What follows belongs to an exercise in optimizing a design on an open flow for small area, a short achievable clock period and few clock cycles per item; a production flow would make more cautious choices.
RTL that was checked went through simulation tests only; none was proved equivalent to the original.
Function not checked in run 2: the RTL went through the layout flow alone.

## flow/design.v (module list and top-level ports; edited modules follow where they fit)
// module pow_stream: 2752 lines
module pow_stream #(
  parameter int DATA_W = 32,
  parameter int EXP_W  = 3,
  parameter int ID_W   = 1
) (
  input  logic              clk,
  input  logic              aresetn,
  input  logic              s_tvalid,
  output logic              s_tready,
  input  logic [DATA_W-1:0] s_tdata,
  input  logic [EXP_W-1:0]  s_texp,
  input  logic [ID_W-1:0]   s_tid,
  input  logic              s_tlast,
  output logic              m_tvalid,
  input  logic              m_tready,
  output logic [DATA_W-1:0] m_tdata,
  output logic [ID_W-1:0]   m_tid,
  output logic              m_tlast,
  output logic              m_tovf
);
  // ...
==> flow/run.sh <==
#!/bin/bash
# synth_recipe.tcl (not shown) runs the flow's synth.tcl, then flattens the netlist and writes it again
# the make line also repeats each setting of config.mk as NAME=value (left out here)
make -C /OpenROAD-flow-scripts/flow DESIGN_CONFIG=/design/flow/config.mk WORK_HOME=/design/flow/orfs CLKGATE_MAP_FILE= SYNTH_SCRIPT=/design/flow/synth_recipe.tcl finish
==> flow/config.mk <==
export PLATFORM = sky130hd
export DESIGN_NAME = pow_stream
export DESIGN_NICKNAME = pow_stream
export VERILOG_FILES = /design/flow/design.v
export SDC_FILE = /design/flow/constraint.sdc
export NUM_CORES = 4
export LEC_CHECK = 0
export CAP_MARGIN = 20
export CORE_MARGIN = 2
export CORE_UTILIZATION = 40
export SETUP_SLACK_MARGIN = 1.25
export SLEW_MARGIN = 20
export TNS_END_PERCENT = 0
==> flow/constraint.sdc <==
create_clock -name core_clock -period 7.6 [get_ports {clk}]
set_input_delay 1.5200 -clock core_clock [delete_from_list [all_inputs] [get_ports {clk}]]
set_output_delay 1.5200 -clock core_clock [all_outputs]
set_load 0.01 [all_outputs]
==> flow_summary.ini, run 1 <==
[cts]
cts_resized = 184
cts_made_buffers = 9
hold_buffers = 0
post-cts-setup-buffer-count = 108
cts_root_buf = clkbuf_16

[yosys]
synthXorXnorAreaFrac = 0.1463
synthFlopType = edfxtp_1
synth_top_area_frac = 0.2275
synth_area_um2 = 17600
synth-compound-area-share = 0.1860
synthArstFlopShare = 0.01852

[sta]
hold_violations = 0
relSlewSlack = 0.4285
min_period_ns = 6.580
timing.hold.ws_ns = 0.4249

[layout]
n_fill_cell = 3816
multi_input_gates = 1452
multiInputGateArea_um2 = 14670
fin_area_um2 = 22430
buffers_excl_clock = 335

[detailed_routing]
dr_wl_met2_um = 31410
wl_per_cell_um = 27.83
drt_wl_total_um = 72220
route.met3.wl_um = 8411
drt_drc_violations_left = 0
first_pass_iters = 8

[setup_path]
worstSetupEndpoint = r_p[28]
worstPathArrival_ns = 6.72
crit_buf_inv = 5
crit_top_cell = fa_2
worstSetupPathType = flop to flop
ff2ff_path_depth = 24

[floorplanning]
start_util = 0.4067
core.rowCount = 76
die_h_um = 213.8
die_x_um = 213.8

[global_routing]
grt-ovfl-total = 0

[outcome]
status = finished clean
Testbench counts, summed over its fixed seeds: cycles 16,916, items 8,000.
==> run 2, diff against run 1 <==
--- a/flow/design.v
+++ b/flow/design.v
@@ -15,32 +15,33 @@
   input  logic              m_tready,
   output logic [DATA_W-1:0] m_tdata,
   output logic [ID_W-1:0]   m_tid,
   output logic              m_tlast,
   output logic              m_tovf
 );
   logic              r_busy;
   logic [1:0]        r_ops;     
-  logic [3:0]        r_sel;     
-  logic [DATA_W-1:0] r_p;
-  logic [DATA_W-1:0] r_x;
+  logic [2:0]        r_sel;     
+  logic [DATA_W-1:0] r_p;       
+  logic [DATA_W-1:0] r_q;       
+  logic [DATA_W-1:0] r_x;       
   logic [ID_W-1:0]   r_id;
   logic              r_last;
   logic              o_v;
   logic [DATA_W-1:0] o_data;
   logic [ID_W-1:0]   o_id;
   logic              o_last;
   logic              w_out_free;
   logic              w_done;
   logic              w_step;
   logic              w_take;
   logic [DATA_W-1:0] w_prod;
   logic [1:0]        w_ops;
-  logic [3:0]        w_sel;
+  logic [2:0]        w_sel;
   logic [DATA_W-1:0] mm_a, mm_b, mm_y;
   logic mm_n0;
   logic mm_n1;
   logic mm_n2;
   logic mm_n3;
   logic mm_n4;
   logic mm_n5;
   logic mm_n6;
@@ -2695,28 +2696,27 @@
   assign mm_n1325 = mm_n1134 ^ mm_n1290;
   assign mm_n1326 = mm_n1135 ^ mm_n1292;
   assign mm_y = {mm_n1326, mm_n1325, mm_n1324, mm_n1323, mm_n1322, mm_n1321, mm_n1320, mm_n1319, mm_n1318, mm_n1317, mm_n1316, mm_n1315, mm_n1314, mm_n1313, mm_n1312, mm_n1311, mm_n1310, mm_n1309, mm_n1308, mm_n1307, mm_n1306, mm_n1305, mm_n1304, mm_n1303, mm_n1302, mm_n1301, mm_n1300, mm_n1299, mm_n1298, mm_n1297, mm_n1296, mm_n1104};
   assign w_out_free = ~o_v | m_tready;
   assign w_done     = r_busy & (r_ops == 2'd0) & w_out_free;
   assign w_step     = r_busy & (r_ops != 2'd0);
   assign w_take     = s_tvalid & s_tready;
   assign s_tready   = aresetn & (~r_busy | w_done);
-  assign mm_a   = r_sel[0] ? r_x : r_p;
-  assign mm_b   = r_p;
+  assign mm_a = r_q;
+  assign mm_b = r_p;
   assign w_prod = mm_y;
   always_comb begin
     case (s_texp)
-      3'd2:    begin w_ops = 2'd0; w_sel = 4'b0000; end
-      3'd3:    begin w_ops = 2'd1; w_sel = 4'b0010; end
-      3'd4:    begin w_ops = 2'd1; w_sel = 4'b0000; end
-      3'd5:    begin w_ops = 2'd2; w_sel = 4'b0100; end
-      3'd6:    begin w_ops = 2'd2; w_sel = 4'b0010; end
-      3'd7:    begin w_ops = 2'd3; w_sel = 4'b1010; end
-      default: begin w_ops = 2'd0; w_sel = 4'b0001; end
+      3'd3:    begin w_ops = 2'd1; w_sel = 3'b001; end
+      3'd4:    begin w_ops = 2'd1; w_sel = 3'b000; end
+      3'd5:    begin w_ops = 2'd2; w_sel = 3'b010; end
+      3'd6:    begin w_ops = 2'd2; w_sel = 3'b001; end
+      3'd7:    begin w_ops = 2'd3; w_sel = 3'b101; end
+      default: begin w_ops = 2'd0; w_sel = 3'b000; end
     endcase
   end
   always_ff @(posedge clk or negedge aresetn) begin
     if (!aresetn) begin
       r_busy <= 1'b0;
       o_v    <= 1'b0;
     end else begin
       if (w_take)      r_busy <= 1'b1;
@@ -2725,23 +2725,25 @@
       else if (m_tready)   o_v <= 1'b0;
     end
   end
   always_ff @(posedge clk) begin
     if (w_take) begin
       r_ops  <= w_ops;
       r_sel  <= w_sel;
       r_p    <= (s_texp == 3'd0) ? DATA_W'(1) : s_tdata;
-      r_x    <= (s_texp[2:1] == 2'd0) ? DATA_W'(1) : s_tdata;
+      r_q    <= (s_texp <= 3'd1) ? DATA_W'(1) : s_tdata;
+      r_x    <= s_tdata;
       r_id   <= s_tid;
       r_last <= s_tlast;
     end else if (w_step) begin
       r_ops  <= r_ops - 2'd1;
-      r_sel  <= {1'b0, r_sel[3:1]};
+      r_sel  <= {1'b0, r_sel[2:1]};
       r_p    <= w_prod;
+      r_q    <= r_sel[0] ? r_x : w_prod;
     end
     if (w_done) begin
       o_data <= w_prod;
       o_id   <= r_id;
       o_last <= r_last;
     end
   end
   assign m_tvalid = o_v;
==> flow/config.mk (replaced) <==
export PLATFORM = sky130hd
export DESIGN_NAME = pow_stream
export DESIGN_NICKNAME = pow_stream
export VERILOG_FILES = /design/flow/design.v
export SDC_FILE = /design/flow/constraint.sdc
export NUM_CORES = 4
export LEC_CHECK = 0
export CAP_MARGIN = 20
export CORE_MARGIN = 2
export CORE_UTILIZATION = 40
export SETUP_SLACK_MARGIN = 1.0
export SLEW_MARGIN = 20
export TNS_END_PERCENT = 0
==> flow_summary.ini, run 2 <==
[yosys]
synthFlopType = edfxtp_1
synth-seq-cells = 139
ys_seq_area_frac = 0.2260
ys_warn_count = 1
netlist.top_cell.by_area = edfxtp_1
synth_area_um2 = 18430
syn_inst = 1877
synth.area.top_cells = edfxtp_1, fa_1, xnor2_1, a221oi_1, ha_1
synth_most_common_cell = nor2_1
synthTopCellsByCount = nor2_1, xnor2_1, a221oi_1, fa_1, clkbuf_1
synth.distinct_cells = 60
avgSynthCellArea_um2 = 9.818
synthArstFlopShare = 0.01439
synth_top_area_frac = 0.2232
synth_edf_count = 137
syn_nets = 2193

[setup_path]
crit_family = adder cells
max_stage_delay_ns = 0.61
slowest_stage = or4b_4
endpoint_kind = flop
path_cells = buf_4 -> or4b_4 -> nor2_1 -> a221oi_1 -> fa_2 -> fa_1 -> fa_2 -> fa_1 -> inv_1 -> fa_1 -> ha_4 -> ha_4 -> a21o_1 -> a21o_1 -> a221o_2 -> o211ai_1 -> o211ai_1 -> xor2_2 -> buf_4 -> a22o_1
crit_start = r_p[12]
cp.required_ns = 7.78
rr_startpoint = r_p[12]
worstSetupPathType = flop to flop
startpoint_type = flop
crit_top_cell = fa_1
path_max_fanout = 6
crit_buf_inv = 3
worstPathArrival_ns = 6.71

[outcome]
status = finished clean

[sta]
tightest_slew_ns = 1.043
finalSetupTns_ns = 0
period_share = 0.8599
skew_ns = 0.01369
rsz0062_at_grt = true
slew_viol_final = 0
min_period_ns = 6.535
hold_violations = 0
setup_viol = 0
fmax_ghz = 0.1530
relSlewSlack = 0.3049

[layout]
final_common_cell = nor2_1
mostFrequentLayoutCells = nor2_1, xnor2_1, a221oi_1
fin_nets = 2264
n_fill_cell = 4094
drive_gt1_frac = 0.1912
antennaDiodeCount = 0
stdcell_count = 2561
area_delta_synth_final_pct = 20.38

[detailed_routing]
vias = 15620
drt_wl_total_um = 63900
drt_iter0_markers = 1732
drt_drc_violations_left = 0
ant_nets = 0
viasPerCell = 6.099
wl_per_cell_um = 24.95
first_pass_iters = 8

[cts]
clockBufferDepth = 2
hold_buffers = 0
htreeDepth = 4
cts_tree = yes
clkTransAtPathRegs_ns = 0.06
clock-sinks = 139
cts_root_buf = clkbuf_16
cts_made_buffers = 17
clk_latency_ns = 0.45

[placement]
port_buffers = 76
place_inst = 2433
gp_congestion = 0.9329
dp_hpwl_um = 48060

[hold_path]
hold_start = r_last
hold_path.class = flop to flop

[floorplanning]
die_h_um = 218.6
num_io_pins = 78
die-area_um2 = 47800
core.rowCount = 78
core-area_um2 = 45380
start_util = 0.4061
die_x_um = 218.6

[global_routing]
grt-ovfl-total = 0
antenna_found_initial = 0
grt_util_all_layers = 0.2665
grt_max_degree = 51
grt_pass1_vias = 15020
grt_pass1_wl_um = 95450

[run]
drv_cap = 0
run 2: final timing paths:
kind	cells after the start	end	slack, ns
min reg2reg	0	o_last	0.44
max in group asynchronous	1	r_busy	6.22
min	0	o_last	0.44
max	20	r_p[29]	1.06
max reg2reg	20	r_p[29]	1.06
min in group asynchronous	1	o_v	1.25
run 2: what timing repair did:
item | in CTS | in global routing
gates resized for setup | 70 | 103
buffers inserted | 32 | 62
gates cloned | 0 | 2
pin swaps | 7 | 43
setup endpoints to repair | 31 | 27
run 2: final cells by class:
type,count,area [um2],share of cell area
Multi-Input combinational cell,1426,13820,0.6229
Sequential cell,139,4164,0.1877
Timing Repair Buffer,267,2485,0.1120
Clock buffer,19,432.9,0.01952
Clock inverter,13,167.7,0.007558
Tap cell,600,750.7,0.03384
Inverter,97,364.1,0.01641
run 2: stage by stage:
stage / instance area (um2) / utilization / hold WS [ns] / worst slack (ns)
global placement: 19940 / 0.4394 / 0.4134 / 0.6326
floorplan: 18440 / - / 0.4003 / 0.9124
CTS: 21090 / 0.4647 / 0.4368 / 0.9962
detailed placement: 19940 / 0.4394 / 0.4086 / 0.5484
global route: 22180 / 0.4888 / 0.4545 / 0.9170
finish: 22180 / 0.4888 / 0.4441 / 1.065
run 2: routing by layer:
layer	GRT usage	wire length (um)
met1	0.3652	25930
met2	0.4128	29220
met3	0.03841	5426
met4	0.1302	3321
met5	0	0
run 2: cell families (layout without fill, tap and decap cells):
| group | count (synthesis) | after routing | share of synthesized area |
|---|---|---|---|
| compound gates | 438 | 438 | 0.1867 |
| xor+xnor | 282 | 282 | 0.1382 |
| fa+ha+maj | 275 | 275 | 0.2682 |
| buf+inv | 313 | 396 | 0.06484 |
| flops | 139 | 139 | 0.2260 |
| mux | 43 | 43 | 0.02336 |
| other cells | 1 | 1 | 0.0002035 |
| simple gates | 386 | 387 | 0.09261 |

re-timing with driven ports:
In the flow no input, the clock included, has a driving cell. The finished layouts below were timed again as built, in two steps. Step 1 sets driving cells, clkbuf_16 on the clock port and buf_2 on the other inputs (assumed; they add their load-dependent delay and slew). Step 2 adds t to the input delays and takes it off the output delays; t is the mean of the earliest and latest rising clock arrival at the registers after step 1. Input paths then give back, and output paths get back, about the clock's delay inside the block. Slacks: no drivers / after step 1 / after step 2; pairs: no drivers / after step 1.
run	t, ns	slack for setup (ns)	pins driven straight from the clock port
run 1	0.441	1.020 / 1.020 / 1.020	1
run 2	0.487	1.065 / 1.065 / 1.065	1
After both steps every run listed still meets setup and hold.
